Source: an optimization exercise on an open RTL-to-GDS flow (aim: small area and a short achievable clock period). Production flows keep margins and buffers that such runs may drop.

## S
## yapp_rx_router
module yapp_rx_router #(
    parameter int DATA_W     = yapp_rx_pkg::DEF_DATA_W,
    parameter int NUM_CH     = yapp_rx_pkg::DEF_NUM_CH,
    parameter int ADDR_W     = yapp_rx_pkg::DEF_ADDR_W,
    parameter int FIFO_DEPTH = yapp_rx_pkg::DEF_FIFO_DEPTH
) (
    input  logic                       clock,
    input  logic                       reset,
    input  logic [DATA_W-1:0]          in_data,
    input  logic                       in_data_vld,
    output logic                       in_suspend,
    output logic                       error,
    output logic [NUM_CH*DATA_W-1:0]   ch_data,
    output logic [NUM_CH-1:0]          ch_vld,
    input  logic [NUM_CH-1:0]          ch_rd,
    output logic [15:0]                drop_cnt
);
Size in the first run: roughly 1800 flip-flops, ~69000 um^2 of cells after synthesis.
clock: 5.5 ns
lec_check: 0
abc_clock_period_in_ps: 2400
cap_margin: 20
core_margin: 2
core_utilization: 55
cts_cluster_diameter: 60
cts_cluster_size: 24
place_density: 0.7
setup_slack_margin: 3.1
slew_margin: 20
standard.sh (not shown) runs the stock make flow with config.mk's settings and CLKGATE_MAP_FILE= SYNTH_SCRIPT=/design/flow/synth_recipe.tcl, a recipe that flattens the netlist after the stock synthesis.
==> flow/flow/run.sh <==
#!/bin/bash
# The standard layout, with clock tree synthesis told not to add dummy loads.
# Each tool's output goes to standard.log in this folder; ORFS keeps its
# per-step logs under orfs/logs.
set -euo pipefail
bash standard.sh finish \
  "CTS_ARGS=-sink_clustering_enable -repair_clock_nets -sink_clustering_size 24 -sink_clustering_max_diameter 60 -dont_use_dummy_load" \
  > standard.log 2>&1
### S -> R
--- a/flow/design.v
+++ b/flow/design.v
@@ -31,17 +31,15 @@
     input  logic                      commit,
     input  logic                      rewind,
     input  logic [$clog2(DEPTH)-1:0]  commit_addr,
     input  logic [DATA_W-1:0]         hdr,
     input  logic                      rd_en,
     output logic [DATA_W-1:0]         rd_data,
     output logic                      vld,
-    output logic                      full_keep,
-    output logic                      full_push,
-    output logic                      full_rewind,
+    output logic                      full_nxt,
     output logic [$clog2(DEPTH)-1:0]  cm_addr
 );
     localparam int AW = $clog2(DEPTH);
     localparam int CW = AW + 1;
     localparam int HI = DEPTH / LO;
     logic [DATA_W-1:0] mem [DEPTH];
     logic [LO-1:0]     rd_lo_a, rd_lo_b;    
@@ -86,17 +84,16 @@
             cu_gt1  = fire_q ? (occ_q > CW'(2)) : (occ_q > CW'(1));
         end else begin
             cu_full = fire_q ? (cu_q == CW'(DEPTH + 1)) : (cu_q == CW'(DEPTH));
             cu_gt1  = fire_q ? (cu_q > CW'(2)) : (cu_q > CW'(1));
         end
     end
     assign vld_d        = commit || cu_gt1 || hold;
-    assign full_keep   = occ_full && !fire;
-    assign full_push   = (occ_one_less && !fire) || (occ_full && fire);
-    assign full_rewind = cu_full && !fire;
+    assign full_nxt = rewind ? (cu_full && !fire)
+                             : ((occ_full && (push == fire)) || (occ_one_less && push && !fire));
     always_comb begin
         for (int h = 0; h < HI; h++) begin
             row_q[h] = '0;
             for (int l = 0; l < LO; l++)
                 row_q[h] = row_q[h] | ({{(DATA_W-DATA_W/2){rd_lo_b[l]}}, {(DATA_W/2){rd_lo_a[l]}}}
                                        & mem[h*LO+l]);
         end
@@ -175,25 +172,24 @@
     logic [DATA_W-1:0] acc, acc_d;
     logic [LEN_W-1:0]  rem, rem_d;
     logic [NUM_CH-1:0] tgt, tgt_d;           
     logic [ADDR_W-1:0] h_addr;
     logic [LEN_W-1:0]  h_len;
     logic              hdr_bad, hdr_ok, match, drop, sus_d;
     logic              rem_one, rem_zero;
-    logic [DATA_W-1:0] wr_data_q, hdr_q, hdr_d;
+    logic [DATA_W-1:0] hdr_q, hdr_d;
     logic [AW-1:0]     wr_addr_q, wr_addr_d, hdr_addr_sel;
     logic [NUM_CH-1:0] push, commit, rewind;
-    logic [NUM_CH-1:0] wr_ch_q;
-    logic [LO-1:0]     wr_lo_q, wr_lo_d, inc_lo;
-    logic [HI-1:0]     wr_hi_q, wr_hi_d, inc_hi;
+    logic [LO-1:0]     wr_lo_d, inc_lo;
+    logic [HI-1:0]     wr_hi_d, inc_hi;
     logic [NUM_CH-1:0][LO-1:0] cm_lo;
     logic [NUM_CH-1:0][HI-1:0] cm_hi;
     logic [NUM_CH-1:0][DATA_W-1:0] rd_data;
     logic [NUM_CH-1:0][AW-1:0]     cm_addr;
-    logic [NUM_CH-1:0]             full_keep, full_push, full_rewind;
+    logic [NUM_CH-1:0]             full_nxt;
     logic [NUM_CH-1:0]             h_sel;
     logic [AW-1:0]                 wr_addr_inc;
     assign h_addr   = in_data[ADDR_W-1:0];
     assign h_len    = in_data[DATA_W-1:ADDR_W];
     assign hdr_bad  = (h_addr >= ADDR_W'(NUM_CH)) || (h_len == '0);
     assign hdr_ok   = !hdr_bad;
     assign match    = in_data == acc;
@@ -288,74 +284,55 @@
                     wr_hi_d = cm_hi[c];
                 end
         end else begin
             wr_lo_d = inc_lo;
             wr_hi_d = inc_hi;
         end
     end
-    always_comb begin
-        if (in_data_vld) begin
-            if (s_idle)     sus_d = hdr_ok && |(h_sel & full_push);
-            else if (s_pay) sus_d = !rem_one && |(tgt & full_push);
-            else if (s_par) sus_d = |(~tgt & full_keep) ||
-                                    (match ? |(tgt & full_keep) : |(tgt & full_rewind));
-            else            sus_d = rem_zero && |full_keep;
-        end else begin
-            if (s_idle)     sus_d = |full_keep;
-            else if (s_pay) sus_d = |(tgt & full_keep);
-            else            sus_d = 1'b0;
-        end
-    end
+    assign sus_d = (s_pay_d && |(full_nxt & tgt_d)) || (s_idle_d && |full_nxt);
     always_ff @(posedge clock or negedge reset) begin
         if (!reset) begin
             s_idle_n   <= 1'b0;
             s_pay      <= 1'b0;
             s_par      <= 1'b0;
             s_dis      <= 1'b0;
-            wr_ch_q    <= '0;
             in_suspend <= 1'b0;
             error      <= 1'b0;
             drop_cnt   <= '0;
         end else begin
             s_idle_n   <= !s_idle_d;
             s_pay      <= s_pay_d;
             s_par      <= s_par_d;
             s_dis      <= s_dis_d;
-            wr_ch_q    <= push;
             in_suspend <= sus_d;
             error      <= drop;
             if (drop && drop_cnt != 16'hFFFF) drop_cnt <= drop_cnt + 16'd1;
         end
     end
     always_ff @(posedge clock) begin
         acc       <= acc_d;
         hdr_q     <= hdr_d;
         rem       <= rem_d;
         tgt       <= tgt_d;
         wr_addr_q <= wr_addr_d;
-        wr_data_q <= in_data;
-        wr_lo_q   <= wr_lo_d;
-        wr_hi_q   <= wr_hi_d;
     end
     for (genvar c = 0; c < NUM_CH; c++) begin : g_ch
         yapp_commit_fifo #(.DATA_W(DATA_W), .DEPTH(FIFO_DEPTH), .LO(LO)) u_fifo (
             .clock       (clock),
             .reset       (reset),
-            .wr_en       (wr_ch_q[c]),
-            .wr_lo       (wr_lo_q),
-            .wr_hi       (wr_hi_q),
-            .wr_data     (wr_data_q),
+            .wr_en       (push[c]),
+            .wr_lo       (wr_lo_d),
+            .wr_hi       (wr_hi_d),
+            .wr_data     (in_data),
             .push        (push[c]),
             .commit      (commit[c]),
             .rewind      (rewind[c]),
             .commit_addr (wr_addr_inc),
             .hdr         (hdr_q),
             .rd_en       (ch_rd[c]),
             .rd_data     (rd_data[c]),
             .vld         (ch_vld[c]),
-            .full_keep   (full_keep[c]),
-            .full_push   (full_push[c]),
-            .full_rewind (full_rewind[c]),
+            .full_nxt    (full_nxt[c]),
             .cm_addr     (cm_addr[c])
         );
     end
 endmodule
==> run summary <==
Diff S -> R | multi-input logic cell count | up by a few percent. Min TritonCTS sink count across S and R: R. Class of the tightest hold or removal check: flop to flop -> S, input pin to async pin -> R. Measured against each other, S and R differ in post-route clock period utilization, the lower figure coming from R. Compared R vs S, and global-route usage is up in R. The lower number of cells on the worst reg-to-reg path of S and R is in S.
No run of this note included a check of the RTL's function; only the layout flow was run.

==> port drivers added, routing unchanged <==
Ports are ideal in the flow. The routed layouts listed here were re-timed in OpenROAD.
Step 1 assumes that a clkbuf_16 drives the clock port and a buf_2 every other input.
Step 2 also shifts input and output timing later by t, the mid clock arrival at the registers, as if the neighbouring blocks saw the same clock.
Slacks: ideal / step 1 / step 2; pairs: ideal / step 1.
| run | shift t [ns] | setup WS [ns] | hold WS [ns] | worst slew at a driven data input, ns |
|---|---|---|---|---|
| S | 0.776 | 2.940 / 2.902 / 2.218 | 0.476 / 0.476 / 0.476 | 0.14 |
| R | 0.808 | 2.975 / 2.857 / 2.048 | 0.279 / 0.254 / 0.512 | 0.38 |
After both steps setup and hold are still met in every run listed. The setup slack of R, which loses most, moves by -0.118 ns with the drivers and by -0.927 ns with both steps.
